This is an optimization exercise on Yosys and OpenROAD, whose aim is small area and a short achievable clock period, not a production implementation. The RTL was checked by simulation tests, not by an equivalence proof against the original design.

==> flow/design.v <==
`timescale 1ns/1ps
module pipeline_control (
  input  logic general_clk,
  input  logic reset,
  input  logic in_valid,
  output logic out_valid
);
  logic v1, v2;
  always_ff @(posedge general_clk) begin
    if (reset) begin
      v1 <= 1'b0;
      v2 <= 1'b0;
    end else begin
      v1 <= in_valid;
      v2 <= v1;
    end
  end
  assign out_valid = v2;
endmodule
`timescale 1ns/1ps
module probability_stage (
  input  logic        general_clk,
  input  logic        reset,
  input  logic        in_valid,
  input  logic [15:0] fl,
  input  logic [15:0] fh,
  input  logic [3:0]  symbol,
  input  logic [4:0]  nsyms,
  input  logic        bool_mode,
  output logic        p_x,
  output logic        p_en,
  output logic        p_z,
  output logic        p_s,         
  output logic [9:0]  p_m2n,       
  output logic [5:0]  p_k,
  output logic [9:0]  p_nn,       
  output logic [4:0]  p_o2
);
  logic        vin;
  logic [9:0]  fl6, fh6;
  logic        first, sel_a, sel_c, sel_q;
  logic [5:0]  kd;        
  logic [4:0]  kdiff;     
  logic        kpos;
  logic [9:0]  m_p, m_q;
  logic [5:0]  k_next;
  assign vin   = in_valid & ~reset;
  assign fl6   = fl[15:6];
  assign fh6   = fh[15:6];
  assign first = (fl == 16'h8000);
  assign sel_a = vin & bool_mode & symbol[0];
  assign sel_c = vin & ~bool_mode & ~first;
  assign sel_q = vin & ~(bool_mode & symbol[0]);    
  assign kd    = {1'b0, nsyms} - {2'b00, symbol};
  assign kpos  = ~kd[5] & (kd[4:0] != 5'd0);
  assign kdiff = kd[5] ? 5'd0 : kd[4:0];
  assign m_p = sel_a ? fh6 : (sel_c ? fl6 : 10'd512);
  assign m_q = sel_q ? fh6 : 10'd0;
  always_comb begin
    if (sel_a)          k_next = 6'd1;
    else if (sel_c)     k_next = {5'd0, kpos};
    else if (!vin)      k_next = 6'd0;
    else if (bool_mode) k_next = 6'h3f;
    else if (kpos)      k_next = 6'd1 - {1'b0, kdiff};
    else                k_next = 6'd0;
  end
  always_ff @(posedge general_clk) begin
    p_x  <= ~sel_a & ~sel_c;
    p_z  <= ~sel_a & ~sel_c;
    p_en <= sel_q & fh6[0] & ~(sel_c & fl6[0]);
    {p_s, p_m2n} <= ({1'b0, m_p} - {1'b0, m_q}) ^ 11'h3ff;    
    p_k  <= k_next;
    p_nn  <= ~(sel_c ? fl6 : fh6);    
    p_o2 <= sel_c ? kdiff : 5'd1;
  end
endmodule
`timescale 1ns/1ps
module interval_update (
  input  logic        general_clk,
  input  logic        reset,
  input  logic        p_x,
  input  logic        p_en,
  input  logic        p_z,
  input  logic        p_s,         
  input  logic [9:0]  p_m2n,       
  input  logic [5:0]  p_k,
  input  logic [9:0]  p_nn,        
  input  logic [4:0]  p_o2,
  output logic [15:0] range_q,
  output logic [3:0]  d_q,
  output logic [15:0] add_next
);
  logic [7:0]  r8;
  logic [16:0] sum2;
  logic [16:0] sum2n;
  logic [15:0] raw;
  logic [15:0] rn;
  assign r8 = range_q[15:8];
  assign rn = ~range_q;
  wire [7:0] r8n = rn[15:8];
  wire lt_1, lt_2;
  assign lt_1 = (r8[7] & ~p_m2n[0]) ^ (r8[6] & ~p_m2n[1]);
  assign lt_2 = (r8[7] & ~p_m2n[0]) & (r8[6] & ~p_m2n[1]);
  wire lt_3, lt_4;
  assign lt_3 = (r8[7] & ~p_m2n[1]) ^ (r8[6] & ~p_m2n[2]) ^ (r8[5] & ~p_m2n[3]);
  assign lt_4 = ((r8[7] & ~p_m2n[1]) & (r8[6] & ~p_m2n[2])) | ((r8[7] & ~p_m2n[1]) & (r8[5] & ~p_m2n[3])) | ((r8[6] & ~p_m2n[2]) & (r8[5] & ~p_m2n[3]));
  wire lt_5, lt_6;
  assign lt_5 = (r8[7] & ~p_m2n[2]) ^ (r8[6] & ~p_m2n[3]);
  assign lt_6 = (r8[7] & ~p_m2n[2]) & (r8[6] & ~p_m2n[3]);
  wire lt_7, lt_8;
  assign lt_7 = (r8[7] & ~p_m2n[3]) ^ (r8[6] & ~p_m2n[4]) ^ (r8[5] & ~p_m2n[5]);
  assign lt_8 = ((r8[7] & ~p_m2n[3]) & (r8[6] & ~p_m2n[4])) | ((r8[7] & ~p_m2n[3]) & (r8[5] & ~p_m2n[5])) | ((r8[6] & ~p_m2n[4]) & (r8[5] & ~p_m2n[5]));
  wire lt_9, lt_10;
  assign lt_9 = (r8[4] & ~p_m2n[0]) ^ (r8[3] & ~p_m2n[1]);
  assign lt_10 = (r8[4] & ~p_m2n[0]) & (r8[3] & ~p_m2n[1]);
  wire lt_11, lt_12;
  assign lt_11 = (r8[5] & ~p_m2n[0]) ^ (r8[4] & ~p_m2n[1]) ^ (r8[3] & ~p_m2n[2]);
  assign lt_12 = ((r8[5] & ~p_m2n[0]) & (r8[4] & ~p_m2n[1])) | ((r8[5] & ~p_m2n[0]) & (r8[3] & ~p_m2n[2])) | ((r8[4] & ~p_m2n[1]) & (r8[3] & ~p_m2n[2]));
  wire lt_13, lt_14;
  assign lt_13 = (r8[2] & ~p_m2n[3]) ^ (r8[1] & ~p_m2n[4]);
  assign lt_14 = (r8[2] & ~p_m2n[3]) & (r8[1] & ~p_m2n[4]);
  wire lt_15, lt_16;
  assign lt_15 = (r8[6] & ~p_m2n[0]) ^ (r8[5] & ~p_m2n[1]) ^ (r8[4] & ~p_m2n[2]);
  assign lt_16 = ((r8[6] & ~p_m2n[0]) & (r8[5] & ~p_m2n[1])) | ((r8[6] & ~p_m2n[0]) & (r8[4] & ~p_m2n[2])) | ((r8[5] & ~p_m2n[1]) & (r8[4] & ~p_m2n[2]));
  wire lt_17, lt_18;
  assign lt_17 = (r8[3] & ~p_m2n[3]) ^ (r8[2] & ~p_m2n[4]) ^ (r8[1] & ~p_m2n[5]);
  assign lt_18 = ((r8[3] & ~p_m2n[3]) & (r8[2] & ~p_m2n[4])) | ((r8[3] & ~p_m2n[3]) & (r8[1] & ~p_m2n[5])) | ((r8[2] & ~p_m2n[4]) & (r8[1] & ~p_m2n[5]));
  wire lt_19, lt_20;
  assign lt_19 = (r8[0] & ~p_m2n[6]) ^ (range_q[5] & p_x);
  assign lt_20 = (r8[0] & ~p_m2n[6]) & (range_q[5] & p_x);
  wire lt_21, lt_22;
  assign lt_21 = (r8[5] & ~p_m2n[2]) ^ (r8[4] & ~p_m2n[3]) ^ (r8[3] & ~p_m2n[4]);
  assign lt_22 = ((r8[5] & ~p_m2n[2]) & (r8[4] & ~p_m2n[3])) | ((r8[5] & ~p_m2n[2]) & (r8[3] & ~p_m2n[4])) | ((r8[4] & ~p_m2n[3]) & (r8[3] & ~p_m2n[4]));
  wire lt_23, lt_24;
  assign lt_23 = (r8[2] & ~p_m2n[5]) ^ (r8[1] & ~p_m2n[6]) ^ (r8[0] & ~p_m2n[7]);
  assign lt_24 = ((r8[2] & ~p_m2n[5]) & (r8[1] & ~p_m2n[6])) | ((r8[2] & ~p_m2n[5]) & (r8[0] & ~p_m2n[7])) | ((r8[1] & ~p_m2n[6]) & (r8[0] & ~p_m2n[7]));
  wire lt_25, lt_26;
  assign lt_25 = (range_q[6] & p_x) ^ p_k[4] ^ lt_1;
  assign lt_26 = ((range_q[6] & p_x) & p_k[4]) | ((range_q[6] & p_x) & lt_1) | (p_k[4] & lt_1);
  wire lt_27, lt_28;
  assign lt_27 = (r8[4] & ~p_m2n[4]) ^ (r8[3] & ~p_m2n[5]) ^ (r8[2] & ~p_m2n[6]);
  assign lt_28 = ((r8[4] & ~p_m2n[4]) & (r8[3] & ~p_m2n[5])) | ((r8[4] & ~p_m2n[4]) & (r8[2] & ~p_m2n[6])) | ((r8[3] & ~p_m2n[5]) & (r8[2] & ~p_m2n[6]));
  wire lt_29, lt_30;
  assign lt_29 = (r8[1] & ~p_m2n[7]) ^ (r8[0] & ~p_m2n[8]) ^ (range_q[7] & p_x);
  assign lt_30 = ((r8[1] & ~p_m2n[7]) & (r8[0] & ~p_m2n[8])) | ((r8[1] & ~p_m2n[7]) & (range_q[7] & p_x)) | ((r8[0] & ~p_m2n[8]) & (range_q[7] & p_x));
  wire lt_31, lt_32;
  assign lt_31 = p_k[5] ^ lt_3 ^ lt_2;
  assign lt_32 = (p_k[5] & lt_3) | (p_k[5] & lt_2) | (lt_3 & lt_2);
  wire lt_33, lt_34;
  assign lt_33 = (r8[5] & ~p_m2n[4]) ^ (r8[4] & ~p_m2n[5]) ^ (r8[3] & ~p_m2n[6]);
  assign lt_34 = ((r8[5] & ~p_m2n[4]) & (r8[4] & ~p_m2n[5])) | ((r8[5] & ~p_m2n[4]) & (r8[3] & ~p_m2n[6])) | ((r8[4] & ~p_m2n[5]) & (r8[3] & ~p_m2n[6]));
  wire lt_35, lt_36;
  assign lt_35 = (r8[2] & ~p_m2n[7]) ^ (r8[1] & ~p_m2n[8]) ^ (r8[0] & ~p_m2n[9]);
  assign lt_36 = ((r8[2] & ~p_m2n[7]) & (r8[1] & ~p_m2n[8])) | ((r8[2] & ~p_m2n[7]) & (r8[0] & ~p_m2n[9])) | ((r8[1] & ~p_m2n[8]) & (r8[0] & ~p_m2n[9]));
  wire lt_37, lt_38;
  assign lt_37 = p_k[5] ^ lt_5 ^ lt_4;
  assign lt_38 = (p_k[5] & lt_5) | (p_k[5] & lt_4) | (lt_5 & lt_4);
  wire lt_39, lt_40;
  assign lt_39 = (r8[4] & ~p_m2n[6]) ^ (r8[3] & ~p_m2n[7]) ^ (r8[2] & ~p_m2n[8]);
  assign lt_40 = ((r8[4] & ~p_m2n[6]) & (r8[3] & ~p_m2n[7])) | ((r8[4] & ~p_m2n[6]) & (r8[2] & ~p_m2n[8])) | ((r8[3] & ~p_m2n[7]) & (r8[2] & ~p_m2n[8]));
  wire lt_41, lt_42;
  assign lt_41 = (r8[1] & ~p_m2n[9]) ^ (p_s & r8n[0]) ^ p_s;
  assign lt_42 = ((r8[1] & ~p_m2n[9]) & (p_s & r8n[0])) | ((r8[1] & ~p_m2n[9]) & p_s) | ((p_s & r8n[0]) & p_s);
  wire lt_43, lt_44;
  assign lt_43 = p_k[5] ^ lt_7 ^ lt_6;
  assign lt_44 = (p_k[5] & lt_7) | (p_k[5] & lt_6) | (lt_7 & lt_6);
  wire lt_45, lt_46;
  assign lt_45 = (r8[7] & ~p_m2n[4]) ^ (r8[6] & ~p_m2n[5]) ^ (r8[5] & ~p_m2n[6]);
  assign lt_46 = ((r8[7] & ~p_m2n[4]) & (r8[6] & ~p_m2n[5])) | ((r8[7] & ~p_m2n[4]) & (r8[5] & ~p_m2n[6])) | ((r8[6] & ~p_m2n[5]) & (r8[5] & ~p_m2n[6]));
  wire lt_47, lt_48;
  assign lt_47 = (r8[4] & ~p_m2n[7]) ^ (r8[3] & ~p_m2n[8]) ^ (r8[2] & ~p_m2n[9]);
  assign lt_48 = ((r8[4] & ~p_m2n[7]) & (r8[3] & ~p_m2n[8])) | ((r8[4] & ~p_m2n[7]) & (r8[2] & ~p_m2n[9])) | ((r8[3] & ~p_m2n[8]) & (r8[2] & ~p_m2n[9]));
  wire lt_49, lt_50;
  assign lt_49 = (p_s & r8n[1]) ^ p_k[5] ^ lt_8;
  assign lt_50 = ((p_s & r8n[1]) & p_k[5]) | ((p_s & r8n[1]) & lt_8) | (p_k[5] & lt_8);
  wire lt_51, lt_52;
  assign lt_51 = (r8[7] & ~p_m2n[5]) ^ (r8[6] & ~p_m2n[6]) ^ (r8[5] & ~p_m2n[7]);
  assign lt_52 = ((r8[7] & ~p_m2n[5]) & (r8[6] & ~p_m2n[6])) | ((r8[7] & ~p_m2n[5]) & (r8[5] & ~p_m2n[7])) | ((r8[6] & ~p_m2n[6]) & (r8[5] & ~p_m2n[7]));
  wire lt_53, lt_54;
  assign lt_53 = (r8[4] & ~p_m2n[8]) ^ (r8[3] & ~p_m2n[9]) ^ (p_s & r8n[2]);
  assign lt_54 = ((r8[4] & ~p_m2n[8]) & (r8[3] & ~p_m2n[9])) | ((r8[4] & ~p_m2n[8]) & (p_s & r8n[2])) | ((r8[3] & ~p_m2n[9]) & (p_s & r8n[2]));
  wire lt_55, lt_56;
  assign lt_55 = (r8[7] & ~p_m2n[6]) ^ (r8[6] & ~p_m2n[7]) ^ (r8[5] & ~p_m2n[8]);
  assign lt_56 = ((r8[7] & ~p_m2n[6]) & (r8[6] & ~p_m2n[7])) | ((r8[7] & ~p_m2n[6]) & (r8[5] & ~p_m2n[8])) | ((r8[6] & ~p_m2n[7]) & (r8[5] & ~p_m2n[8]));
  wire lt_57, lt_58;
  assign lt_57 = (r8[3] & ~p_m2n[0]) ^ (r8[2] & ~p_m2n[1]) ^ (r8[1] & ~p_m2n[2]);
  assign lt_58 = ((r8[3] & ~p_m2n[0]) & (r8[2] & ~p_m2n[1])) | ((r8[3] & ~p_m2n[0]) & (r8[1] & ~p_m2n[2])) | ((r8[2] & ~p_m2n[1]) & (r8[1] & ~p_m2n[2]));
  wire lt_59, lt_60;
  assign lt_59 = (r8[2] & ~p_m2n[2]) ^ (r8[1] & ~p_m2n[3]) ^ (r8[0] & ~p_m2n[4]);
  assign lt_60 = ((r8[2] & ~p_m2n[2]) & (r8[1] & ~p_m2n[3])) | ((r8[2] & ~p_m2n[2]) & (r8[0] & ~p_m2n[4])) | ((r8[1] & ~p_m2n[3]) & (r8[0] & ~p_m2n[4]));
  wire lt_61, lt_62;
  assign lt_61 = (range_q[3] & p_x) ^ p_k[1];
  assign lt_62 = (range_q[3] & p_x) & p_k[1];
  wire lt_63, lt_64;
  assign lt_63 = (r8[0] & ~p_m2n[5]) ^ (range_q[4] & p_x) ^ p_k[2];
  assign lt_64 = ((r8[0] & ~p_m2n[5]) & (range_q[4] & p_x)) | ((r8[0] & ~p_m2n[5]) & p_k[2]) | ((range_q[4] & p_x) & p_k[2]);
  wire lt_65, lt_66;
  assign lt_65 = lt_11 ^ lt_13 ^ lt_10;
  assign lt_66 = (lt_11 & lt_13) | (lt_11 & lt_10) | (lt_13 & lt_10);
  wire lt_67, lt_68;
  assign lt_67 = p_k[3] ^ lt_15 ^ lt_17;
  assign lt_68 = (p_k[3] & lt_15) | (p_k[3] & lt_17) | (lt_15 & lt_17);
  wire lt_69, lt_70;
  assign lt_69 = lt_19 ^ lt_12 ^ lt_14;
  assign lt_70 = (lt_19 & lt_12) | (lt_19 & lt_14) | (lt_12 & lt_14);
  wire lt_71, lt_72;
  assign lt_71 = lt_21 ^ lt_23 ^ lt_25;
  assign lt_72 = (lt_21 & lt_23) | (lt_21 & lt_25) | (lt_23 & lt_25);
  wire lt_73, lt_74;
  assign lt_73 = lt_16 ^ lt_18 ^ lt_20;
  assign lt_74 = (lt_16 & lt_18) | (lt_16 & lt_20) | (lt_18 & lt_20);
  wire lt_75, lt_76;
  assign lt_75 = lt_27 ^ lt_29 ^ lt_31;
  assign lt_76 = (lt_27 & lt_29) | (lt_27 & lt_31) | (lt_29 & lt_31);
  wire lt_77, lt_78;
  assign lt_77 = lt_22 ^ lt_24 ^ lt_26;
  assign lt_78 = (lt_22 & lt_24) | (lt_22 & lt_26) | (lt_24 & lt_26);
  wire lt_79, lt_80;
  assign lt_79 = lt_33 ^ lt_35 ^ lt_37;
  assign lt_80 = (lt_33 & lt_35) | (lt_33 & lt_37) | (lt_35 & lt_37);
  wire lt_81, lt_82;
  assign lt_81 = lt_28 ^ lt_30 ^ lt_32;
  assign lt_82 = (lt_28 & lt_30) | (lt_28 & lt_32) | (lt_30 & lt_32);
  wire lt_83, lt_84;
  assign lt_83 = lt_39 ^ lt_41 ^ lt_43;
  assign lt_84 = (lt_39 & lt_41) | (lt_39 & lt_43) | (lt_41 & lt_43);
  wire lt_85, lt_86;
  assign lt_85 = lt_34 ^ lt_36 ^ lt_38;
  assign lt_86 = (lt_34 & lt_36) | (lt_34 & lt_38) | (lt_36 & lt_38);
  wire lt_87, lt_88;
  assign lt_87 = lt_45 ^ lt_47 ^ lt_49;
  assign lt_88 = (lt_45 & lt_47) | (lt_45 & lt_49) | (lt_47 & lt_49);
  wire lt_89, lt_90;
  assign lt_89 = lt_40 ^ lt_42 ^ lt_44;
  assign lt_90 = (lt_40 & lt_42) | (lt_40 & lt_44) | (lt_42 & lt_44);
  wire lt_91, lt_92;
  assign lt_91 = p_k[5] ^ lt_51 ^ lt_53;
  assign lt_92 = (p_k[5] & lt_51) | (p_k[5] & lt_53) | (lt_51 & lt_53);
  wire lt_93, lt_94;
  assign lt_93 = lt_46 ^ lt_48 ^ lt_50;
  assign lt_94 = (lt_46 & lt_48) | (lt_46 & lt_50) | (lt_48 & lt_50);
  wire lt_95, lt_96;
  assign lt_95 = (r8[4] & ~p_m2n[9]) ^ (p_s & r8n[3]) ^ p_k[5];
  assign lt_96 = ((r8[4] & ~p_m2n[9]) & (p_s & r8n[3])) | ((r8[4] & ~p_m2n[9]) & p_k[5]) | ((p_s & r8n[3]) & p_k[5]);
  wire lt_97, lt_98;
  assign lt_97 = lt_55 ^ lt_52 ^ lt_54;
  assign lt_98 = (lt_55 & lt_52) | (lt_55 & lt_54) | (lt_52 & lt_54);
  wire lt_99, lt_100;
  assign lt_99 = (r8[7] & ~p_m2n[7]) ^ (r8[6] & ~p_m2n[8]) ^ (r8[5] & ~p_m2n[9]);
  assign lt_100 = ((r8[7] & ~p_m2n[7]) & (r8[6] & ~p_m2n[8])) | ((r8[7] & ~p_m2n[7]) & (r8[5] & ~p_m2n[9])) | ((r8[6] & ~p_m2n[8]) & (r8[5] & ~p_m2n[9]));
  wire lt_101, lt_102;
  assign lt_101 = (p_s & r8n[4]) ^ p_k[5] ^ lt_56;
  assign lt_102 = ((p_s & r8n[4]) & p_k[5]) | ((p_s & r8n[4]) & lt_56) | (p_k[5] & lt_56);
  wire lt_103, lt_104;
  assign lt_103 = (r8[7] & ~p_m2n[8]) ^ (r8[6] & ~p_m2n[9]) ^ (p_s & r8n[5]);
  assign lt_104 = ((r8[7] & ~p_m2n[8]) & (r8[6] & ~p_m2n[9])) | ((r8[7] & ~p_m2n[8]) & (p_s & r8n[5])) | ((r8[6] & ~p_m2n[9]) & (p_s & r8n[5]));
  wire lt_105, lt_106;
  assign lt_105 = (r8[1] & ~p_m2n[0]) ^ (r8[0] & ~p_m2n[1]);
  assign lt_106 = (r8[1] & ~p_m2n[0]) & (r8[0] & ~p_m2n[1]);
  wire lt_107, lt_108;
  assign lt_107 = (r8[2] & ~p_m2n[0]) ^ (r8[1] & ~p_m2n[1]) ^ (r8[0] & ~p_m2n[2]);
  assign lt_108 = ((r8[2] & ~p_m2n[0]) & (r8[1] & ~p_m2n[1])) | ((r8[2] & ~p_m2n[0]) & (r8[0] & ~p_m2n[2])) | ((r8[1] & ~p_m2n[1]) & (r8[0] & ~p_m2n[2]));
  wire lt_109, lt_110;
  assign lt_109 = (r8[0] & ~p_m2n[3]) ^ (range_q[2] & p_x) ^ p_k[0];
  assign lt_110 = ((r8[0] & ~p_m2n[3]) & (range_q[2] & p_x)) | ((r8[0] & ~p_m2n[3]) & p_k[0]) | ((range_q[2] & p_x) & p_k[0]);
  wire lt_111, lt_112;
  assign lt_111 = lt_9 ^ lt_59 ^ lt_61;
  assign lt_112 = (lt_9 & lt_59) | (lt_9 & lt_61) | (lt_59 & lt_61);
  wire lt_113, lt_114;
  assign lt_113 = lt_63 ^ lt_65 ^ lt_60;
  assign lt_114 = (lt_63 & lt_65) | (lt_63 & lt_60) | (lt_65 & lt_60);
  wire lt_115, lt_116;
  assign lt_115 = lt_67 ^ lt_69 ^ lt_64;
  assign lt_116 = (lt_67 & lt_69) | (lt_67 & lt_64) | (lt_69 & lt_64);
  wire lt_117, lt_118;
  assign lt_117 = lt_71 ^ lt_73 ^ lt_68;
  assign lt_118 = (lt_71 & lt_73) | (lt_71 & lt_68) | (lt_73 & lt_68);
  wire lt_119, lt_120;
  assign lt_119 = lt_75 ^ lt_77 ^ lt_72;
  assign lt_120 = (lt_75 & lt_77) | (lt_75 & lt_72) | (lt_77 & lt_72);
  wire lt_121, lt_122;
  assign lt_121 = lt_79 ^ lt_81 ^ lt_76;
  assign lt_122 = (lt_79 & lt_81) | (lt_79 & lt_76) | (lt_81 & lt_76);
  wire lt_123, lt_124;
  assign lt_123 = lt_83 ^ lt_85 ^ lt_80;
  assign lt_124 = (lt_83 & lt_85) | (lt_83 & lt_80) | (lt_85 & lt_80);
  wire lt_125, lt_126;
  assign lt_125 = lt_87 ^ lt_89 ^ lt_84;
  assign lt_126 = (lt_87 & lt_89) | (lt_87 & lt_84) | (lt_89 & lt_84);
  wire lt_127, lt_128;
  assign lt_127 = lt_91 ^ lt_93 ^ lt_88;
  assign lt_128 = (lt_91 & lt_93) | (lt_91 & lt_88) | (lt_93 & lt_88);
  wire lt_129, lt_130;
  assign lt_129 = lt_95 ^ lt_97 ^ lt_92;
  assign lt_130 = (lt_95 & lt_97) | (lt_95 & lt_92) | (lt_97 & lt_92);
  wire lt_131, lt_132;
  assign lt_131 = lt_99 ^ lt_101 ^ lt_96;
  assign lt_132 = (lt_99 & lt_101) | (lt_99 & lt_96) | (lt_101 & lt_96);
  wire lt_133, lt_134;
  assign lt_133 = p_k[5] ^ lt_103 ^ lt_100;
  assign lt_134 = (p_k[5] & lt_103) | (p_k[5] & lt_100) | (lt_103 & lt_100);
  wire lt_135, lt_136;
  assign lt_135 = (r8[7] & ~p_m2n[9]) ^ (p_s & r8n[6]) ^ p_k[5];
  assign lt_136 = ((r8[7] & ~p_m2n[9]) & (p_s & r8n[6])) | ((r8[7] & ~p_m2n[9]) & p_k[5]) | ((p_s & r8n[6]) & p_k[5]);
  wire lt_137, lt_138;
  assign lt_137 = (range_q[0] & p_x) ^ (p_en & r8[0]);
  assign lt_138 = (range_q[0] & p_x) & (p_en & r8[0]);
  wire lt_139, lt_140;
  assign lt_139 = (range_q[1] & p_x) ^ lt_107 ^ lt_106;
  assign lt_140 = ((range_q[1] & p_x) & lt_107) | ((range_q[1] & p_x) & lt_106) | (lt_107 & lt_106);
  wire lt_141, lt_142;
  assign lt_141 = lt_57 ^ lt_109 ^ lt_108;
  assign lt_142 = (lt_57 & lt_109) | (lt_57 & lt_108) | (lt_109 & lt_108);
  wire lt_143, lt_144;
  assign lt_143 = lt_58 ^ lt_111 ^ lt_110;
  assign lt_144 = (lt_58 & lt_111) | (lt_58 & lt_110) | (lt_111 & lt_110);
  wire lt_145, lt_146;
  assign lt_145 = lt_62 ^ lt_113 ^ lt_112;
  assign lt_146 = (lt_62 & lt_113) | (lt_62 & lt_112) | (lt_113 & lt_112);
  wire lt_147, lt_148;
  assign lt_147 = lt_66 ^ lt_115 ^ lt_114;
  assign lt_148 = (lt_66 & lt_115) | (lt_66 & lt_114) | (lt_115 & lt_114);
  wire lt_149, lt_150;
  assign lt_149 = lt_70 ^ lt_117 ^ lt_116;
  assign lt_150 = (lt_70 & lt_117) | (lt_70 & lt_116) | (lt_117 & lt_116);
  wire lt_151, lt_152;
  assign lt_151 = lt_74 ^ lt_119 ^ lt_118;
  assign lt_152 = (lt_74 & lt_119) | (lt_74 & lt_118) | (lt_119 & lt_118);
  wire lt_153, lt_154;
  assign lt_153 = lt_78 ^ lt_121 ^ lt_120;
  assign lt_154 = (lt_78 & lt_121) | (lt_78 & lt_120) | (lt_121 & lt_120);
  wire lt_155, lt_156;
  assign lt_155 = lt_82 ^ lt_123 ^ lt_122;
  assign lt_156 = (lt_82 & lt_123) | (lt_82 & lt_122) | (lt_123 & lt_122);
  wire lt_157, lt_158;
  assign lt_157 = lt_86 ^ lt_125 ^ lt_124;
  assign lt_158 = (lt_86 & lt_125) | (lt_86 & lt_124) | (lt_125 & lt_124);
  wire lt_159, lt_160;
  assign lt_159 = lt_90 ^ lt_127 ^ lt_126;
  assign lt_160 = (lt_90 & lt_127) | (lt_90 & lt_126) | (lt_127 & lt_126);
  wire lt_161, lt_162;
  assign lt_161 = lt_94 ^ lt_129 ^ lt_128;
  assign lt_162 = (lt_94 & lt_129) | (lt_94 & lt_128) | (lt_129 & lt_128);
  wire lt_163, lt_164;
  assign lt_163 = lt_98 ^ lt_131 ^ lt_130;
  assign lt_164 = (lt_98 & lt_131) | (lt_98 & lt_130) | (lt_131 & lt_130);
  wire lt_165, lt_166;
  assign lt_165 = lt_102 ^ lt_133 ^ lt_132;
  assign lt_166 = (lt_102 & lt_133) | (lt_102 & lt_132) | (lt_133 & lt_132);
  wire lt_167, lt_168;
  assign lt_167 = lt_104 ^ lt_135 ^ lt_134;
  assign lt_168 = (lt_104 & lt_135) | (lt_104 & lt_134) | (lt_135 & lt_134);
  wire [16:0] lt_a, lt_b;
  assign lt_a = {lt_167, lt_165, lt_163, lt_161, lt_159, lt_157, lt_155, lt_153, lt_151, lt_149, lt_147, lt_145, lt_143, lt_141, lt_139, lt_105, 1'b0};
  assign lt_b = {lt_166, lt_164, lt_162, lt_160, lt_158, lt_156, lt_154, lt_152, lt_150, lt_148, lt_146, lt_144, lt_142, lt_140, lt_138, lt_137, 1'b0};
  assign sum2 = lt_a + lt_b;
  assign raw  = sum2[16:1];
  wire at_1, at_2;
  assign at_1 = rn[6] ^ p_o2[4];
  assign at_2 = rn[6] & p_o2[4];
  wire at_3, at_4;
  assign at_3 = rn[7] ^ (r8[7] & ~p_nn[1]);
  assign at_4 = rn[7] & (r8[7] & ~p_nn[1]);
  wire at_5, at_6;
  assign at_5 = rn[8] ^ (r8[7] & ~p_nn[2]);
  assign at_6 = rn[8] & (r8[7] & ~p_nn[2]);
  wire at_7, at_8;
  assign at_7 = rn[3] ^ p_o2[1];
  assign at_8 = rn[3] & p_o2[1];
  wire at_9, at_10;
  assign at_9 = rn[4] ^ p_o2[2] ^ (r8[5] & ~p_nn[0]);
  assign at_10 = (rn[4] & p_o2[2]) | (rn[4] & (r8[5] & ~p_nn[0])) | (p_o2[2] & (r8[5] & ~p_nn[0]));
  wire at_11, at_12;
  assign at_11 = (r8[4] & ~p_nn[1]) ^ (r8[3] & ~p_nn[2]);
  assign at_12 = (r8[4] & ~p_nn[1]) & (r8[3] & ~p_nn[2]);
  wire at_13, at_14;
  assign at_13 = rn[5] ^ p_o2[3] ^ (r8[6] & ~p_nn[0]);
  assign at_14 = (rn[5] & p_o2[3]) | (rn[5] & (r8[6] & ~p_nn[0])) | (p_o2[3] & (r8[6] & ~p_nn[0]));
  wire at_15, at_16;
  assign at_15 = (r8[5] & ~p_nn[1]) ^ (r8[4] & ~p_nn[2]) ^ (r8[3] & ~p_nn[3]);
  assign at_16 = ((r8[5] & ~p_nn[1]) & (r8[4] & ~p_nn[2])) | ((r8[5] & ~p_nn[1]) & (r8[3] & ~p_nn[3])) | ((r8[4] & ~p_nn[2]) & (r8[3] & ~p_nn[3]));
  wire at_17, at_18;
  assign at_17 = (r8[2] & ~p_nn[4]) ^ (r8[1] & ~p_nn[5]);
  assign at_18 = (r8[2] & ~p_nn[4]) & (r8[1] & ~p_nn[5]);
  wire at_19, at_20;
  assign at_19 = (r8[7] & ~p_nn[0]) ^ (r8[6] & ~p_nn[1]) ^ (r8[5] & ~p_nn[2]);
  assign at_20 = ((r8[7] & ~p_nn[0]) & (r8[6] & ~p_nn[1])) | ((r8[7] & ~p_nn[0]) & (r8[5] & ~p_nn[2])) | ((r8[6] & ~p_nn[1]) & (r8[5] & ~p_nn[2]));
  wire at_21, at_22;
  assign at_21 = (r8[4] & ~p_nn[3]) ^ (r8[3] & ~p_nn[4]) ^ (r8[2] & ~p_nn[5]);
  assign at_22 = ((r8[4] & ~p_nn[3]) & (r8[3] & ~p_nn[4])) | ((r8[4] & ~p_nn[3]) & (r8[2] & ~p_nn[5])) | ((r8[3] & ~p_nn[4]) & (r8[2] & ~p_nn[5]));
  wire at_23, at_24;
  assign at_23 = (r8[1] & ~p_nn[6]) ^ (r8[0] & ~p_nn[7]) ^ at_1;
  assign at_24 = ((r8[1] & ~p_nn[6]) & (r8[0] & ~p_nn[7])) | ((r8[1] & ~p_nn[6]) & at_1) | ((r8[0] & ~p_nn[7]) & at_1);
  wire at_25, at_26;
  assign at_25 = (r8[6] & ~p_nn[2]) ^ (r8[5] & ~p_nn[3]) ^ (r8[4] & ~p_nn[4]);
  assign at_26 = ((r8[6] & ~p_nn[2]) & (r8[5] & ~p_nn[3])) | ((r8[6] & ~p_nn[2]) & (r8[4] & ~p_nn[4])) | ((r8[5] & ~p_nn[3]) & (r8[4] & ~p_nn[4]));
  wire at_27, at_28;
  assign at_27 = (r8[3] & ~p_nn[5]) ^ (r8[2] & ~p_nn[6]) ^ (r8[1] & ~p_nn[7]);
  assign at_28 = ((r8[3] & ~p_nn[5]) & (r8[2] & ~p_nn[6])) | ((r8[3] & ~p_nn[5]) & (r8[1] & ~p_nn[7])) | ((r8[2] & ~p_nn[6]) & (r8[1] & ~p_nn[7]));
  wire at_29, at_30;
  assign at_29 = (r8[0] & ~p_nn[8]) ^ at_3 ^ at_2;
  assign at_30 = ((r8[0] & ~p_nn[8]) & at_3) | ((r8[0] & ~p_nn[8]) & at_2) | (at_3 & at_2);
  wire at_31, at_32;
  assign at_31 = (r8[6] & ~p_nn[3]) ^ (r8[5] & ~p_nn[4]) ^ (r8[4] & ~p_nn[5]);
  assign at_32 = ((r8[6] & ~p_nn[3]) & (r8[5] & ~p_nn[4])) | ((r8[6] & ~p_nn[3]) & (r8[4] & ~p_nn[5])) | ((r8[5] & ~p_nn[4]) & (r8[4] & ~p_nn[5]));
  wire at_33, at_34;
  assign at_33 = (r8[3] & ~p_nn[6]) ^ (r8[2] & ~p_nn[7]) ^ (r8[1] & ~p_nn[8]);
  assign at_34 = ((r8[3] & ~p_nn[6]) & (r8[2] & ~p_nn[7])) | ((r8[3] & ~p_nn[6]) & (r8[1] & ~p_nn[8])) | ((r8[2] & ~p_nn[7]) & (r8[1] & ~p_nn[8]));
  wire at_35, at_36;
  assign at_35 = (r8[0] & ~p_nn[9]) ^ at_5 ^ at_4;
  assign at_36 = ((r8[0] & ~p_nn[9]) & at_5) | ((r8[0] & ~p_nn[9]) & at_4) | (at_5 & at_4);
  wire at_37, at_38;
  assign at_37 = rn[9] ^ (r8[7] & ~p_nn[3]) ^ (r8[6] & ~p_nn[4]);
  assign at_38 = (rn[9] & (r8[7] & ~p_nn[3])) | (rn[9] & (r8[6] & ~p_nn[4])) | ((r8[7] & ~p_nn[3]) & (r8[6] & ~p_nn[4]));
  wire at_39, at_40;
  assign at_39 = (r8[5] & ~p_nn[5]) ^ (r8[4] & ~p_nn[6]) ^ (r8[3] & ~p_nn[7]);
  assign at_40 = ((r8[5] & ~p_nn[5]) & (r8[4] & ~p_nn[6])) | ((r8[5] & ~p_nn[5]) & (r8[3] & ~p_nn[7])) | ((r8[4] & ~p_nn[6]) & (r8[3] & ~p_nn[7]));
  wire at_41, at_42;
  assign at_41 = (r8[2] & ~p_nn[8]) ^ (r8[1] & ~p_nn[9]) ^ at_6;
  assign at_42 = ((r8[2] & ~p_nn[8]) & (r8[1] & ~p_nn[9])) | ((r8[2] & ~p_nn[8]) & at_6) | ((r8[1] & ~p_nn[9]) & at_6);
  wire at_43, at_44;
  assign at_43 = rn[10] ^ (r8[7] & ~p_nn[4]) ^ (r8[6] & ~p_nn[5]);
  assign at_44 = (rn[10] & (r8[7] & ~p_nn[4])) | (rn[10] & (r8[6] & ~p_nn[5])) | ((r8[7] & ~p_nn[4]) & (r8[6] & ~p_nn[5]));
  wire at_45, at_46;
  assign at_45 = (r8[5] & ~p_nn[6]) ^ (r8[4] & ~p_nn[7]) ^ (r8[3] & ~p_nn[8]);
  assign at_46 = ((r8[5] & ~p_nn[6]) & (r8[4] & ~p_nn[7])) | ((r8[5] & ~p_nn[6]) & (r8[3] & ~p_nn[8])) | ((r8[4] & ~p_nn[7]) & (r8[3] & ~p_nn[8]));
  wire at_47, at_48;
  assign at_47 = rn[11] ^ (r8[7] & ~p_nn[5]) ^ (r8[6] & ~p_nn[6]);
  assign at_48 = (rn[11] & (r8[7] & ~p_nn[5])) | (rn[11] & (r8[6] & ~p_nn[6])) | ((r8[7] & ~p_nn[5]) & (r8[6] & ~p_nn[6]));
  wire at_49, at_50;
  assign at_49 = rn[2] ^ p_o2[0] ^ (r8[3] & ~p_nn[0]);
  assign at_50 = (rn[2] & p_o2[0]) | (rn[2] & (r8[3] & ~p_nn[0])) | (p_o2[0] & (r8[3] & ~p_nn[0]));
  wire at_51, at_52;
  assign at_51 = (r8[4] & ~p_nn[0]) ^ (r8[3] & ~p_nn[1]) ^ (r8[2] & ~p_nn[2]);
  assign at_52 = ((r8[4] & ~p_nn[0]) & (r8[3] & ~p_nn[1])) | ((r8[4] & ~p_nn[0]) & (r8[2] & ~p_nn[2])) | ((r8[3] & ~p_nn[1]) & (r8[2] & ~p_nn[2]));
  wire at_53, at_54;
  assign at_53 = (r8[1] & ~p_nn[3]) ^ (r8[0] & ~p_nn[4]);
  assign at_54 = (r8[1] & ~p_nn[3]) & (r8[0] & ~p_nn[4]);
  wire at_55, at_56;
  assign at_55 = (r8[2] & ~p_nn[3]) ^ (r8[1] & ~p_nn[4]) ^ (r8[0] & ~p_nn[5]);
  assign at_56 = ((r8[2] & ~p_nn[3]) & (r8[1] & ~p_nn[4])) | ((r8[2] & ~p_nn[3]) & (r8[0] & ~p_nn[5])) | ((r8[1] & ~p_nn[4]) & (r8[0] & ~p_nn[5]));
  wire at_57, at_58;
  assign at_57 = at_9 ^ at_11 ^ at_8;
  assign at_58 = (at_9 & at_11) | (at_9 & at_8) | (at_11 & at_8);
  wire at_59, at_60;
  assign at_59 = (r8[0] & ~p_nn[6]) ^ at_13 ^ at_15;
  assign at_60 = ((r8[0] & ~p_nn[6]) & at_13) | ((r8[0] & ~p_nn[6]) & at_15) | (at_13 & at_15);
  wire at_61, at_62;
  assign at_61 = at_17 ^ at_10 ^ at_12;
  assign at_62 = (at_17 & at_10) | (at_17 & at_12) | (at_10 & at_12);
  wire at_63, at_64;
  assign at_63 = at_19 ^ at_21 ^ at_23;
  assign at_64 = (at_19 & at_21) | (at_19 & at_23) | (at_21 & at_23);
  wire at_65, at_66;
  assign at_65 = at_14 ^ at_16 ^ at_18;
  assign at_66 = (at_14 & at_16) | (at_14 & at_18) | (at_16 & at_18);
  wire at_67, at_68;
  assign at_67 = at_25 ^ at_27 ^ at_29;
  assign at_68 = (at_25 & at_27) | (at_25 & at_29) | (at_27 & at_29);
  wire at_69, at_70;
  assign at_69 = at_20 ^ at_22 ^ at_24;
  assign at_70 = (at_20 & at_22) | (at_20 & at_24) | (at_22 & at_24);
  wire at_71, at_72;
  assign at_71 = at_31 ^ at_33 ^ at_35;
  assign at_72 = (at_31 & at_33) | (at_31 & at_35) | (at_33 & at_35);
  wire at_73, at_74;
  assign at_73 = at_26 ^ at_28 ^ at_30;
  assign at_74 = (at_26 & at_28) | (at_26 & at_30) | (at_28 & at_30);
  wire at_75, at_76;
  assign at_75 = at_37 ^ at_39 ^ at_41;
  assign at_76 = (at_37 & at_39) | (at_37 & at_41) | (at_39 & at_41);
  wire at_77, at_78;
  assign at_77 = at_32 ^ at_34 ^ at_36;
  assign at_78 = (at_32 & at_34) | (at_32 & at_36) | (at_34 & at_36);
  wire at_79, at_80;
  assign at_79 = (r8[2] & ~p_nn[9]) ^ at_43 ^ at_45;
  assign at_80 = ((r8[2] & ~p_nn[9]) & at_43) | ((r8[2] & ~p_nn[9]) & at_45) | (at_43 & at_45);
  wire at_81, at_82;
  assign at_81 = at_38 ^ at_40 ^ at_42;
  assign at_82 = (at_38 & at_40) | (at_38 & at_42) | (at_40 & at_42);
  wire at_83, at_84;
  assign at_83 = (r8[5] & ~p_nn[7]) ^ (r8[4] & ~p_nn[8]) ^ (r8[3] & ~p_nn[9]);
  assign at_84 = ((r8[5] & ~p_nn[7]) & (r8[4] & ~p_nn[8])) | ((r8[5] & ~p_nn[7]) & (r8[3] & ~p_nn[9])) | ((r8[4] & ~p_nn[8]) & (r8[3] & ~p_nn[9]));
  wire at_85, at_86;
  assign at_85 = at_47 ^ at_44 ^ at_46;
  assign at_86 = (at_47 & at_44) | (at_47 & at_46) | (at_44 & at_46);
  wire at_87, at_88;
  assign at_87 = rn[12] ^ (r8[7] & ~p_nn[6]) ^ (r8[6] & ~p_nn[7]);
  assign at_88 = (rn[12] & (r8[7] & ~p_nn[6])) | (rn[12] & (r8[6] & ~p_nn[7])) | ((r8[7] & ~p_nn[6]) & (r8[6] & ~p_nn[7]));
  wire at_89, at_90;
  assign at_89 = (r8[5] & ~p_nn[8]) ^ (r8[4] & ~p_nn[9]) ^ at_48;
  assign at_90 = ((r8[5] & ~p_nn[8]) & (r8[4] & ~p_nn[9])) | ((r8[5] & ~p_nn[8]) & at_48) | ((r8[4] & ~p_nn[9]) & at_48);
  wire at_91, at_92;
  assign at_91 = rn[13] ^ (r8[7] & ~p_nn[7]) ^ (r8[6] & ~p_nn[8]);
  assign at_92 = (rn[13] & (r8[7] & ~p_nn[7])) | (rn[13] & (r8[6] & ~p_nn[8])) | ((r8[7] & ~p_nn[7]) & (r8[6] & ~p_nn[8]));
  wire at_93, at_94;
  assign at_93 = rn[1] ^ (r8[2] & ~p_nn[0]);
  assign at_94 = rn[1] & (r8[2] & ~p_nn[0]);
  wire at_95, at_96;
  assign at_95 = (r8[2] & ~p_nn[1]) ^ (r8[1] & ~p_nn[2]) ^ (r8[0] & ~p_nn[3]);
  assign at_96 = ((r8[2] & ~p_nn[1]) & (r8[1] & ~p_nn[2])) | ((r8[2] & ~p_nn[1]) & (r8[0] & ~p_nn[3])) | ((r8[1] & ~p_nn[2]) & (r8[0] & ~p_nn[3]));
  wire at_97, at_98;
  assign at_97 = at_7 ^ at_51 ^ at_53;
  assign at_98 = (at_7 & at_51) | (at_7 & at_53) | (at_51 & at_53);
  wire at_99, at_100;
  assign at_99 = at_55 ^ at_57 ^ at_52;
  assign at_100 = (at_55 & at_57) | (at_55 & at_52) | (at_57 & at_52);
  wire at_101, at_102;
  assign at_101 = at_59 ^ at_61 ^ at_56;
  assign at_102 = (at_59 & at_61) | (at_59 & at_56) | (at_61 & at_56);
  wire at_103, at_104;
  assign at_103 = at_63 ^ at_65 ^ at_60;
  assign at_104 = (at_63 & at_65) | (at_63 & at_60) | (at_65 & at_60);
  wire at_105, at_106;
  assign at_105 = at_67 ^ at_69 ^ at_64;
  assign at_106 = (at_67 & at_69) | (at_67 & at_64) | (at_69 & at_64);
  wire at_107, at_108;
  assign at_107 = at_71 ^ at_73 ^ at_68;
  assign at_108 = (at_71 & at_73) | (at_71 & at_68) | (at_73 & at_68);
  wire at_109, at_110;
  assign at_109 = at_75 ^ at_77 ^ at_72;
  assign at_110 = (at_75 & at_77) | (at_75 & at_72) | (at_77 & at_72);
  wire at_111, at_112;
  assign at_111 = at_79 ^ at_81 ^ at_76;
  assign at_112 = (at_79 & at_81) | (at_79 & at_76) | (at_81 & at_76);
  wire at_113, at_114;
  assign at_113 = at_83 ^ at_85 ^ at_80;
  assign at_114 = (at_83 & at_85) | (at_83 & at_80) | (at_85 & at_80);
  wire at_115, at_116;
  assign at_115 = at_87 ^ at_89 ^ at_84;
  assign at_116 = (at_87 & at_89) | (at_87 & at_84) | (at_89 & at_84);
  wire at_117, at_118;
  assign at_117 = (r8[5] & ~p_nn[9]) ^ at_91 ^ at_88;
  assign at_118 = ((r8[5] & ~p_nn[9]) & at_91) | ((r8[5] & ~p_nn[9]) & at_88) | (at_91 & at_88);
  wire at_119, at_120;
  assign at_119 = rn[14] ^ (r8[7] & ~p_nn[8]) ^ (r8[6] & ~p_nn[9]);
  assign at_120 = (rn[14] & (r8[7] & ~p_nn[8])) | (rn[14] & (r8[6] & ~p_nn[9])) | ((r8[7] & ~p_nn[8]) & (r8[6] & ~p_nn[9]));
  wire at_121, at_122;
  assign at_121 = rn[0] ^ (r8[1] & ~p_nn[0]);
  assign at_122 = rn[0] & (r8[1] & ~p_nn[0]);
  wire at_123, at_124;
  assign at_123 = (r8[1] & ~p_nn[1]) ^ (r8[0] & ~p_nn[2]) ^ at_93;
  assign at_124 = ((r8[1] & ~p_nn[1]) & (r8[0] & ~p_nn[2])) | ((r8[1] & ~p_nn[1]) & at_93) | ((r8[0] & ~p_nn[2]) & at_93);
  wire at_125, at_126;
  assign at_125 = at_49 ^ at_95 ^ at_94;
  assign at_126 = (at_49 & at_95) | (at_49 & at_94) | (at_95 & at_94);
  wire at_127, at_128;
  assign at_127 = at_50 ^ at_97 ^ at_96;
  assign at_128 = (at_50 & at_97) | (at_50 & at_96) | (at_97 & at_96);
  wire at_129, at_130;
  assign at_129 = at_54 ^ at_99 ^ at_98;
  assign at_130 = (at_54 & at_99) | (at_54 & at_98) | (at_99 & at_98);
  wire at_131, at_132;
  assign at_131 = at_58 ^ at_101 ^ at_100;
  assign at_132 = (at_58 & at_101) | (at_58 & at_100) | (at_101 & at_100);
  wire at_133, at_134;
  assign at_133 = at_62 ^ at_103 ^ at_102;
  assign at_134 = (at_62 & at_103) | (at_62 & at_102) | (at_103 & at_102);
  wire at_135, at_136;
  assign at_135 = at_66 ^ at_105 ^ at_104;
  assign at_136 = (at_66 & at_105) | (at_66 & at_104) | (at_105 & at_104);
  wire at_137, at_138;
  assign at_137 = at_70 ^ at_107 ^ at_106;
  assign at_138 = (at_70 & at_107) | (at_70 & at_106) | (at_107 & at_106);
  wire at_139, at_140;
  assign at_139 = at_74 ^ at_109 ^ at_108;
  assign at_140 = (at_74 & at_109) | (at_74 & at_108) | (at_109 & at_108);
  wire at_141, at_142;
  assign at_141 = at_78 ^ at_111 ^ at_110;
  assign at_142 = (at_78 & at_111) | (at_78 & at_110) | (at_111 & at_110);
  wire at_143, at_144;
  assign at_143 = at_82 ^ at_113 ^ at_112;
  assign at_144 = (at_82 & at_113) | (at_82 & at_112) | (at_113 & at_112);
  wire at_145, at_146;
  assign at_145 = at_86 ^ at_115 ^ at_114;
  assign at_146 = (at_86 & at_115) | (at_86 & at_114) | (at_115 & at_114);
  wire at_147, at_148;
  assign at_147 = at_90 ^ at_117 ^ at_116;
  assign at_148 = (at_90 & at_117) | (at_90 & at_116) | (at_117 & at_116);
  wire at_149, at_150;
  assign at_149 = at_92 ^ at_119 ^ at_118;
  assign at_150 = (at_92 & at_119) | (at_92 & at_118) | (at_119 & at_118);
  wire at_151, at_152;
  assign at_151 = rn[15] ^ (r8[7] & ~p_nn[9]) ^ at_120;
  assign at_152 = (rn[15] & (r8[7] & ~p_nn[9])) | (rn[15] & at_120) | ((r8[7] & ~p_nn[9]) & at_120);
  wire [16:0] at_a, at_b;
  assign at_a = {at_151, at_149, at_147, at_145, at_143, at_141, at_139, at_137, at_135, at_133, at_131, at_129, at_127, at_125, at_123, (r8[0] & ~p_nn[1]), 1'b0};
  assign at_b = {at_150, at_148, at_146, at_144, at_142, at_140, at_138, at_136, at_134, at_132, at_130, at_128, at_126, at_124, at_122, at_121, 1'b0};
  assign sum2n    = at_a + at_b;
  assign add_next = ~(sum2n[16:1] | {16{p_z}});
  logic        z8, z4, z2, z1, raw_zero;
  logic [15:0] t1, t2, t3, range_next;
  logic [3:0]  d_next;
  assign z8 = ~|raw[15:8];
  assign t1 = z8 ? {raw[7:0], 8'd0} : raw;
  assign z4 = ~|t1[15:12];
  assign t2 = z4 ? {t1[11:0], 4'd0} : t1;
  assign z2 = ~|t2[15:14];
  assign t3 = z2 ? {t2[13:0], 2'd0} : t2;
  assign z1 = ~t3[15];
  assign range_next = z1 ? {t3[14:0], 1'b0} : t3;
  assign raw_zero = ~|raw;
  assign d_next = (raw_zero | reset) ? 4'd0 : {z8, z4, z2, z1};
  always_ff @(posedge general_clk) begin
    if (reset) range_q <= 16'd32768;
    else       range_q <= range_next;
    d_q <= d_next;
  end
endmodule
`timescale 1ns/1ps
module renormalizer (
  input  logic        general_clk,
  input  logic        reset,
  input  logic [15:0] add_next,
  input  logic [3:0]  d_q,
  output logic [23:0] low_out,
  output logic [4:0]  cnt_out,
  output logic [1:0]  bit_flag,
  output logic [15:0] out_bit_1,
  output logic [15:0] out_bit_2
);
  logic [23:0] sum_q;
  logic [3:0]  cq;
  logic [4:0]  e_sum;        
  logic        emit1, emit2;
  logic [2:0]  f_sum;        
  logic [23:0] low_shl;
  logic [23:0] low_next;
  logic [23:0] sum_next;
  logic [3:0]  cq_next;
  logic [7:0]  keep_hi;
  logic [24:0] win_src;
  logic [23:0] win;
  assign e_sum = {1'b0, cq} + {1'b0, d_q};
  assign emit1 = e_sum >= 5'd9;
  assign emit2 = e_sum >= 5'd17;
  assign f_sum = e_sum[2:0] - 3'd1;    
  always_comb begin
    case (f_sum)
      3'd0: keep_hi = 8'h00;
      3'd1: keep_hi = 8'h01;
      3'd2: keep_hi = 8'h03;
      3'd3: keep_hi = 8'h07;
      3'd4: keep_hi = 8'h0f;
      3'd5: keep_hi = 8'h1f;
      3'd6: keep_hi = 8'h3f;
      default: keep_hi = 8'h7f;
    endcase
    if (!emit1) keep_hi = 8'hff;
  end
  assign low_shl  = sum_q << d_q;
  assign low_next = low_shl & {keep_hi, 16'hffff};
  assign cq_next  = emit1 ? {1'b0, f_sum} + 4'd1 : e_sum[3:0];
  assign sum_next = low_next + {8'd0, add_next};
  assign win_src = {sum_q, 1'b0};
  assign win     = 24'(win_src >> cq);
  always_ff @(posedge general_clk) begin
    if (reset) begin
      sum_q <= '0;
      cq    <= '0;
    end else begin
      sum_q <= sum_next;
      cq    <= cq_next;
    end
  end
  assign low_out   = low_next;
  assign cnt_out   = {1'b0, cq_next} - 5'd9;
  assign bit_flag  = {emit2, emit1 & ~emit2};
  assign out_bit_1 = win[23:8];
  assign out_bit_2 = {8'd0, win[7:0]};
endmodule
`timescale 1ns/1ps
module arith_encoder #(
  parameter int SYMBOL_WIDTH = 4
) (
  input  logic                    general_clk,
  input  logic                    reset,
  input  logic                    in_valid,
  input  logic [15:0]             fl,
  input  logic [15:0]             fh,
  input  logic [SYMBOL_WIDTH-1:0] symbol,
  input  logic [SYMBOL_WIDTH:0]   nsyms,
  input  logic                    bool_mode,
  output logic                    out_valid,
  output logic [15:0]             range_out,
  output logic [23:0]             low_out,
  output logic [4:0]              cnt_out,
  output logic [1:0]              bit_flag,
  output logic [15:0]             out_bit_1,
  output logic [15:0]             out_bit_2
);
  logic        p_x, p_en, p_z;
  logic        p_s;
  logic [9:0]  p_m2n;
  logic [5:0]  p_k;
  logic [9:0]  p_nn;
  logic [4:0]  p_o2;
  logic [15:0] add_next;
  logic [3:0]  d_q;
  pipeline_control u_control (
    .general_clk (general_clk),
    .reset       (reset),
    .in_valid    (in_valid),
    .out_valid   (out_valid)
  );
  probability_stage u_stage_1 (
    .general_clk (general_clk),
    .reset       (reset),
    .in_valid    (in_valid),
    .fl          (fl),
    .fh          (fh),
    .symbol      (symbol),
    .nsyms       (nsyms),
    .bool_mode   (bool_mode),
    .p_x         (p_x),
    .p_en        (p_en),
    .p_z         (p_z),
    .p_s         (p_s),
    .p_m2n       (p_m2n),
    .p_k         (p_k),
    .p_nn         (p_nn),
    .p_o2        (p_o2)
  );
  interval_update u_stage_2 (
    .general_clk (general_clk),
    .reset       (reset),
    .p_x         (p_x),
    .p_en        (p_en),
    .p_z         (p_z),
    .p_s         (p_s),
    .p_m2n       (p_m2n),
    .p_k         (p_k),
    .p_nn         (p_nn),
    .p_o2        (p_o2),
    .range_q     (range_out),
    .d_q         (d_q),
    .add_next    (add_next)
  );
  renormalizer u_stage_3 (
    .general_clk (general_clk),
    .reset       (reset),
    .add_next    (add_next),
    .d_q         (d_q),
    .low_out     (low_out),
    .cnt_out     (cnt_out),
    .bit_flag    (bit_flag),
    .out_bit_1   (out_bit_1),
    .out_bit_2   (out_bit_2)
  );
endmodule
==> flow/flow/run.sh <==
#!/bin/bash
# The standard layout with three changes: synthesis skips the quick ABC pass
# inside Yosys's synth (the final ABC mapping still runs), adders use Yosys's
# Sklansky carry network instead of Kogge-Stone, and the ports get the
# smallest buffer instead of the delay buffer that buffer_ports picks by
# default. All output goes to run_standard.log in this folder; ORFS keeps its
# own logs under orfs/logs.
set -euo pipefail
export SYNTH_ARGS="-noabc"
export SYNTH_OPERATIONS_ARGS="-extra-map +/choices/sklansky.v"
export BUFFER_PORTS_ARGS="-buffer_cell sky130_fd_sc_hd__buf_1"
bash standard.sh > run_standard.log 2>&1
==> flow/standard.sh <==
#!/bin/bash
# synth_recipe.tcl (not shown) runs the flow's synth.tcl, then flattens the netlist and writes it again
# the make line also repeats each setting of config.mk as NAME=value (left out here)
make -C /OpenROAD-flow-scripts/flow DESIGN_CONFIG=/design/flow/config.mk WORK_HOME=/design/flow/orfs CLKGATE_MAP_FILE= SYNTH_SCRIPT=/design/flow/synth_recipe.tcl "${@:-finish}"
==> flow/config.mk <==
export PLATFORM = sky130hd
export DESIGN_NAME = arith_encoder
export DESIGN_NICKNAME = arith_encoder
export VERILOG_FILES = /design/flow/design.v
export SDC_FILE = /design/flow/constraint.sdc
export NUM_CORES = 4
export LEC_CHECK = 0
export ABC_AREA = 1
export CAP_MARGIN = 20
export CORE_MARGIN = 2
export CORE_UTILIZATION = 40
export CTS_BUF_LIST = sky130_fd_sc_hd__clkbuf_8
export PLACE_DENSITY = 0.7
export SETUP_SLACK_MARGIN = 3.0
export SLEW_MARGIN = 20
==> flow/constraint.sdc <==
create_clock -name core_clock -period 9.0 [get_ports {general_clk}]
set_input_delay 1.8000 -clock core_clock [delete_from_list [all_inputs] [get_ports {general_clk}]]
set_output_delay 1.8000 -clock core_clock [all_outputs]
set_load 0.01 [all_outputs]
==> run_results.csv, run 1 <==
group,metric,value,unit
synthesis,yosysTopAreaCell,"fa_1",
clock_network,htreeDepth,3,
synthesis,synth_ff_type,"dfxtp_1",
placement,place_ws,1885,ps
timing,max_freq,0.1723,GHz
global_routing,met3_usage,3.819,%
synthesis,async_flop_share,0,%
finish,design_area,13970,µm²
timing,worst_slew_pin_slew,791.3,ps
worst_setup_path,start_kind,"flip-flop",
clock_network,cts_buffer_depth,2,
clock_network,cts_root_buf,"clkbuf_8",
timing,setup_slack,3198,ps
worst_setup_path,worstSetupPathType,"flip-flop to flip-flop",
floorplanning,core_area,30430,µm²
timing,maxSlewHeadroom,47.18,%
placement,dpl.cell_count,2138,
worst_setup_path,crit_path_end_kind,"flip-flop",
synthesis,avgSynthCellArea,7.166,µm²
clock_network,cts_buffers,9,
synthesis,yosys_register_bits,84,
detailed_routing,drt_iter0_drc,690,
floorplanning,num_rows,64,
detailed_routing,wl_per_cell,15.24,µm
clock_network,clock_latency,380,ps
detailed_routing,viasPerCell,5.092,
floorplanning,dieArea,32160,µm²
detailed_routing,drc_errors,0,
outcome,outcome,"no timing/DRC/antenna violations",
timing,setup_viol,0,
worst_setup_path,crit_fanout,10,
global_routing,globalRouteMet1Util,25.80,%
timing,fin_crit_sh,64.47,%
placement,place_hpwl,26020,µm
floorplanning,start_util,40.41,%
finish,insertedDiodeCount,0,
synthesis,synth_edf_count,0,
floorplanning,io-pin-count,125,
detailed_routing,routed_wl,33700,µm
global_routing,grt_pass1_vias,10930,
synthesis,ys_seq_area_share,13.68,%
detailed_routing,dr_total_vias,11260,
finish,stdcell_count,2212,
synthesis,yosys_warnings,4,
synthesis,synth_cell_types,52,
clock_network,cts_tree,"yes",
timing,skew,15.24,ps
placement,placed_area,12780,µm²
synthesis,synthCells,1716,
detailed_routing,drt-pass1-iter-count,5,
synthesis,synth_top_area_share,26.05,%
hold_path,hold_class,"flip-flop to flip-flop",
clock_network,cts_hold_buf,0,
global_routing,antenna_found_initial,0,
global_routing,grt_max_degree,48,
detailed_routing,ant_nets,0,
placement,port-buffer-count,110,
clock_network,clkTransAtPathRegs,90,ps
worst_setup_path,cp.arrival,6120,ps
floorplanning,die_h,179.3,µm
flow_run,cap_violations,0,
finish,areaGrowthSynthToFinish,13.61,%
floorplanning,die_w,179.3,µm
timing,hold_viol,0,
global_routing,grt-ovfl-total,0,
global_routing,grt_pass1_wl,53120,µm
finish,nNetsFinal,2108,
timing,whs,507.2,ps
synthesis,netlist_top_cells_area,"fa_1, dfxtp_1, nand2_1, ha_1, nor2_1",
clock_network,numClockSinks,84,
timing,rsz0062_at_grt,"true",
timing,final.setup.tns,0,ps
timing,final.min_clock_period,5802,ps
synthesis,syn_area,12300,µm²
finish,drive_above_1_share,11.62,%
timing,maxSlewViolCount,0,
global_routing,use_met2,36.91,%
worst_setup_path,critPathRequiredTime,9310,ps
global_routing,grt.busiest_layer,"met2",
placement,gp_congestion,0.8767,
global_routing,grt_use_total,20.84,%
[worst max-delay path: stages (launching register included)]
cell        delay, ps
dfxtp_4           380
clkinvlp_4        100
buf_12            150
nor2_1            110
fa_1              440
fa_1              520
fa_1              450
fa_1              570
ha_4              240
a21oi_2           120
nand2_1            70
nand2_1            70
nand2_1            90
a21o_4            250
fa_2              340
xor2_1            160
nor2_1             60
ha_1              330
a21oi_1            80
o211ai_1          300
nand2_2           130
a21oi_4           240
buf_6             130
nand2_1            70
or2_0             200
a21oi_1           110
[cell usage in the layout, fill, tap and decap left out, types with 6 or more instances in the layout]
cell        synthesis  routed
nand2_1           413     390
nand2_2             6      28
dfxtp_1            84      71
ha_4                0       8
nor2_4              5      10
buf_1               7     110
o21ai_0           155     154
a31oi_1             6       6
a21oi_2             1       7
fa_2                0       9
dfxtp_4             0       8
a21oi_1            50      41
nor2_1            250     241
o21ai_1             6       7
nand2_4             7       7
clkinvlp_4          0       9
nor2_2              0       6
o211ai_1           13      13
ha_1               92      84
inv_1             216     210
nand3_1            42      39
buf_4              26      47
xor2_1             19      18
clkbuf_8            0      10
mux2i_1            17      17
or2_2              10      10
xnor2_1            10      10
fa_1              160     151
conb_1              1       8
[state kept, by name, indices dropped and copies added, names as in the netlist]
name	flops
u_stage_2.d_q	4
u_stage_1.p_en	1
u_stage_1.p_x	1
u_stage_1.p_s	1
u_stage_1.p_o2	5
u_control.v1	1
u_stage_1.p_m2n	10
u_control.v2	1
u_stage_1.p_nn	10
u_stage_3.sum_q	24
u_stage_2.range_q	16
u_stage_1.p_k	6
u_stage_3.cq	4
[cells in the mapped netlist (all sizes together), types with 3 or more instances]
cell type and n:
nand2 426, nor2 256, inv 223, o21ai 162
fa 160, ha 92, dfxtp 84, a21oi 52
buf 49, clkbuf 47, nand3 45, xor2 19
mux2i 17, o211ai 13, or2 11, xnor2 10
a31oi 6, clkinv 5, nor3 5, nor4 5
a21o 4, and2 4, nand4 4, o21bai 3
[per-layer routing]
layer	up-vias	part of all wire, %
li1	5494	-
met1	5351	42
met2	362	50
met3	56	6.3
met4	0	2.4
met5	-	0
[layout make-up]
type	instances	area, µm²
Clock inverter	6	63.81
Multi-Input combinational cell	1317	9658
Tap cell	396	495.5
Inverter	228	930.9
Timing Repair Buffer	168	947.2
Clock buffer	10	137.6
Sequential cell	84	1718
Fill cell	3036	16460
Timing Repair inverter	3	20.02
[kinds of logic after synthesis]
logic type,Yosys count,share of synthesized area [%]
AOI/OAI and AO/OA,249,10.96
buffers and inverters,324,11.02
adders and majority gates,252,35.41
DFF,84,13.68
and+or+nand+nor,760,25.46
xor gates and xnor gates,29,2.065
other,1,0.03050
muxes,17,1.384
[path summary, 6_finish.rpt]
kind | startpoint | to | slack [ps] | cells past startpoint
worst max-delay path | u_stage_2.range_q[12] | u_stage_3.sum_q[23] | 3200 | 25
worst min-delay path | u_control.v1 | u_control.v2 | 510 | 2
worst max register to register | u_stage_2.range_q[12] | u_stage_3.sum_q[23] | 3200 | 25
worst min register to register | u_control.v1 | u_control.v2 | 510 | 2
[through the flow]
stage | utilization (%)
floorplan | -
finish | 45.91
global placement | 41.99
global route | 45.91
detailed placement | 41.99
CTS | 43.72
[what timing repair did]
item | CTS | global route
buffers inserted | 21 | 30
cloned | 2 | 5
endpoints found under the setup margin | 36 | 30
resized for setup | 40 | 94
pin swaps | 9 | 67
==> run 2, diff against run 1 <==
--- a/flow/config.mk
+++ b/flow/config.mk
@@ -12,4 +12,3 @@
 export CTS_BUF_LIST = sky130_fd_sc_hd__clkbuf_8
-export PLACE_DENSITY = 0.7
-export SETUP_SLACK_MARGIN = 3.0
+export SETUP_SLACK_MARGIN = 2.9
 export SLEW_MARGIN = 20
==> run_results.csv, run 2 <==
group,metric,value,unit
synthesis,yosys_register_bits,84,
synthesis,ys_top_cells_by_count,"nand2_1, nor2_1, inv_1, fa_1, o21ai_0",
placement,gp_congestion,0.8712,
clock_network,numClockSinks,84,
global_routing,grt_max_degree,48,
worst_setup_path,critPathCapture,"u_stage_2.range_q[6]",
clock_network,clock_latency,380,ps
timing,worst_slew_pin_slew,800.9,ps
global_routing,antenna_found_initial,0,
placement,port-buffer-count,110,
floorplanning,io-pin-count,125,
floorplanning,dieArea,32160,µm²
worst_setup_path,worstSetupPathType,"flip-flop to flip-flop",
worst_setup_path,regToRegEndpoint,"u_stage_2.range_q[6]",
detailed_routing,dr_total_vias,10920,
worst_setup_path,rrSetupSlack,3220,ps
synthesis,synth_top_area_share,26.05,%
detailed_routing,drt-pass1-iter-count,5,
timing,hold_viol,0,
timing,rsz0062_at_grt,"false",
worst_setup_path,rr_worst_depth,29,
synthesis,avgSynthCellArea,7.166,µm²
detailed_routing,ant_nets,0,
finish,largest_register_ffs,24,
finish,final_cell_mix,"nand2_1, nor2_1, inv_1",
synthesis,syn_area,12300,µm²
synthesis,synth_cell_types,52,
finish,drive_above_1_share,8.814,%
finish,reg.largest.list,"u_stage_3.sum_q x24, u_stage_2.range_q x16",
floorplanning,core_area,30430,µm²
timing,final.setup.tns,0,ps
synthesis,ys_seq_area_share,13.68,%
worst_setup_path,cp_slowest_stage_delay,570,ps
finish,insertedDiodeCount,0,
timing,maxSlewViolCount,0,
timing,whs,500.0,ps
global_routing,grt_pass1_wl,53400,µm
timing,skew,13.03,ps
outcome,outcome,"no timing/DRC/antenna violations",
clock_network,cts_tree,"yes",
clock_network,clkTransAtPathRegs,100,ps
timing,max_freq,0.1730,GHz
clock_network,cts_hold_buf,0,
synthesis,yosysMostFrequentCell,"nand2_1",
synthesis,synth_edf_count,0,
timing,setup_viol,0,
clock_network,cts_root_buf,"clkbuf_8",
worst_setup_path,worstSetupStartpoint,"u_stage_2.range_q[13]",
placement,placed_area,12790,µm²
finish,nNetsFinal,2096,
worst_setup_path,timing.rr.start,"u_stage_2.range_q[13]",
finish,final_core_util,44.80,%
synthesis,netlist_top_cells_area,"fa_1, dfxtp_1, nand2_1, ha_1, nor2_1",
worst_setup_path,crit_path_end_kind,"flip-flop",
floorplanning,die_w,179.3,µm
floorplanning,start_util,40.41,%
synthesis,async_flop_share,0,%
clock_network,htreeDepth,3,
finish,design_area,13630,µm²
worst_setup_path,start_kind,"flip-flop",
synthesis,yosysTopAreaCell,"fa_1",
finish,nFillCells,3134,
placement,place_hpwl,26420,µm
clock_network,cts_buffer_depth,2,
worst_setup_path,cpMaxStageDelayCell,"fa_1",
flow_run,cap_violations,0,
finish,areaGrowthSynthToFinish,10.86,%
detailed_routing,drc_errors,0,
synthesis,yosys_warnings,4,
worst_setup_path,crit_fanout,9,
detailed_routing,wl_per_cell,15.18,µm
detailed_routing,routed_wl,33400,µm
finish,regMostFlops,"u_stage_3.sum_q",
timing,fin_crit_sh,64.22,%
floorplanning,num_rows,64,
global_routing,grt_pass1_vias,10740,
hold_path,hold_class,"flip-flop to flip-flop",
finish,layout_commonest_cell,"nand2_1",
clock_network,cts_buffers,9,
global_routing,grt_use_total,21.16,%
synthesis,synthCells,1716,
global_routing,grt-ovfl-total,0,
worst_setup_path,cp.arrival,6090,ps
timing,maxSlewHeadroom,46.55,%
detailed_routing,viasPerCell,4.962,
worst_setup_path,critPathRequiredTime,9310,ps
synthesis,synth_ff_type,"dfxtp_1",
detailed_routing,drt_iter0_drc,590,
timing,final.min_clock_period,5779,ps
floorplanning,die_h,179.3,µm
-- run 2: changes by cell type in the layout (fill, tap and decap cells not counted), sizes merged --
cell	change
buf	-10
bufinv	-1
clkbuf	-2
clkinv	-2
clkinvlp	+2
inv	+3
nor2	-2
-- run 2: area by class of cell --
| type | count | area (µm²) | area share, % |
|---|---|---|---|
| clock buffer | 9 | 123.9 | 0.9087 |
| clock inverter | 7 | 66.31 | 0.4865 |
| inverter | 228 | 925.9 | 6.792 |
| multi-input combinational | 1315 | 9443 | 69.27 |
| sequential | 84 | 1710 | 12.55 |
| tap | 396 | 495.5 | 3.635 |
| timing repair buffer | 157 | 839.6 | 6.159 |
| timing repair inverter | 4 | 27.53 | 0.2019 |
-- run 2: worst min-delay path by stage --
stage / startpoint / to / slack (ps) / cells past startpoint
floorplan: u_control.v1 / u_control.v2 / 390 / 2
global placement: u_control.v1 / u_control.v2 / 480 / 2
detailed placement: u_control.v1 / u_control.v2 / 490 / 2
CTS: u_control.v1 / u_control.v2 / 500 / 2
global route: u_control.v1 / u_control.v2 / 550 / 2
finish: u_control.v1 / u_control.v2 / 500 / 2
-- run 2: logic make-up after synthesis --
kind of cell | count (synthesis) | synth area share, %
AO/OA/AOI/OAI | 249 | 10.96
buffers and inverters | 324 | 11.02
flip-flops | 84 | 13.68
other | 1 | 0.03050
multiplexers | 17 | 1.384
XOR/XNOR | 29 | 2.065
adder cells (fa/ha/maj) | 252 | 35.41
AND/OR/NAND/NOR | 760 | 25.46
-- run 2: timing repair --
action,CTS,global route
pin swaps,6,30
endpoints found under the setup margin,33,31
buffers inserted,15,24
resized for setup,35,41
cloned,3,2
-- run 2: worst max-delay path: cells and delay by family (launching register included) --
| family | cells | cell delay (ps) |
|---|---|---|
| AOI/OAI and AO/OA | 2 | 330 |
| xor gates and xnor gates | 1 | 180 |
| adders and majority gates | 7 | 3050 |
| buffers and inverters | 6 | 540 |
| DFF | 1 | 370 |
| and+or+nand+nor | 13 | 1240 |
-- run 2: per-stage QoR --
step	setup slack, ps	std cells
after floorplan	2969	1723
after global placement	2107	2140
after detailed placement	2057	2140
after CTS	2912	2174
after global routing	2878	2200
final	3221	2200
-- run 2: routing by layer --
metal,wire (µm),vias to the layer above,GRT usage (%)
met5,0,-,0
met4,1154,0,7.930
met3,1565,58,3.038
met2,16500,271,37.61
met1,14180,5115,25.95
li1,-,5472,-

-- re-timing with driven ports --
The flow's constraints put no driver on any port. The routed layouts listed below were extracted and timed again, unchanged, in two steps. Step 1 sets driving cells, clkbuf_16 on the clock port and buf_2 on the other inputs (assumed; they add their load-dependent delay and slew). Step 2 times the ports against the registers' clock, not the clock port: input delays grow and output delays shrink by t, the midpoint of the rising clock arrivals with the driver on. a / b / c = no drivers / after step 1 / after step 2; a / b = the first two.
| run | t, ns | slack for setup (ns) | slew at the worst register clock pin (ns) | worst slew at a driven data input, ns | pins driven straight from the clock port |
|---|---|---|---|---|---|
| run 1 | 0.411 | 3.198 / 3.198 / 2.944 | 0.09 / 0.09 | 0.04 | 1 |
| run 2 | 0.416 | 3.221 / 3.221 / 3.047 | 0.10 / 0.10 | 0.04 | 1 |
After both steps every run listed still meets setup and hold. For run 1, which loses most, drivers alone change the setup slack by 0.000 ns; drivers and shift together by -0.254 ns.
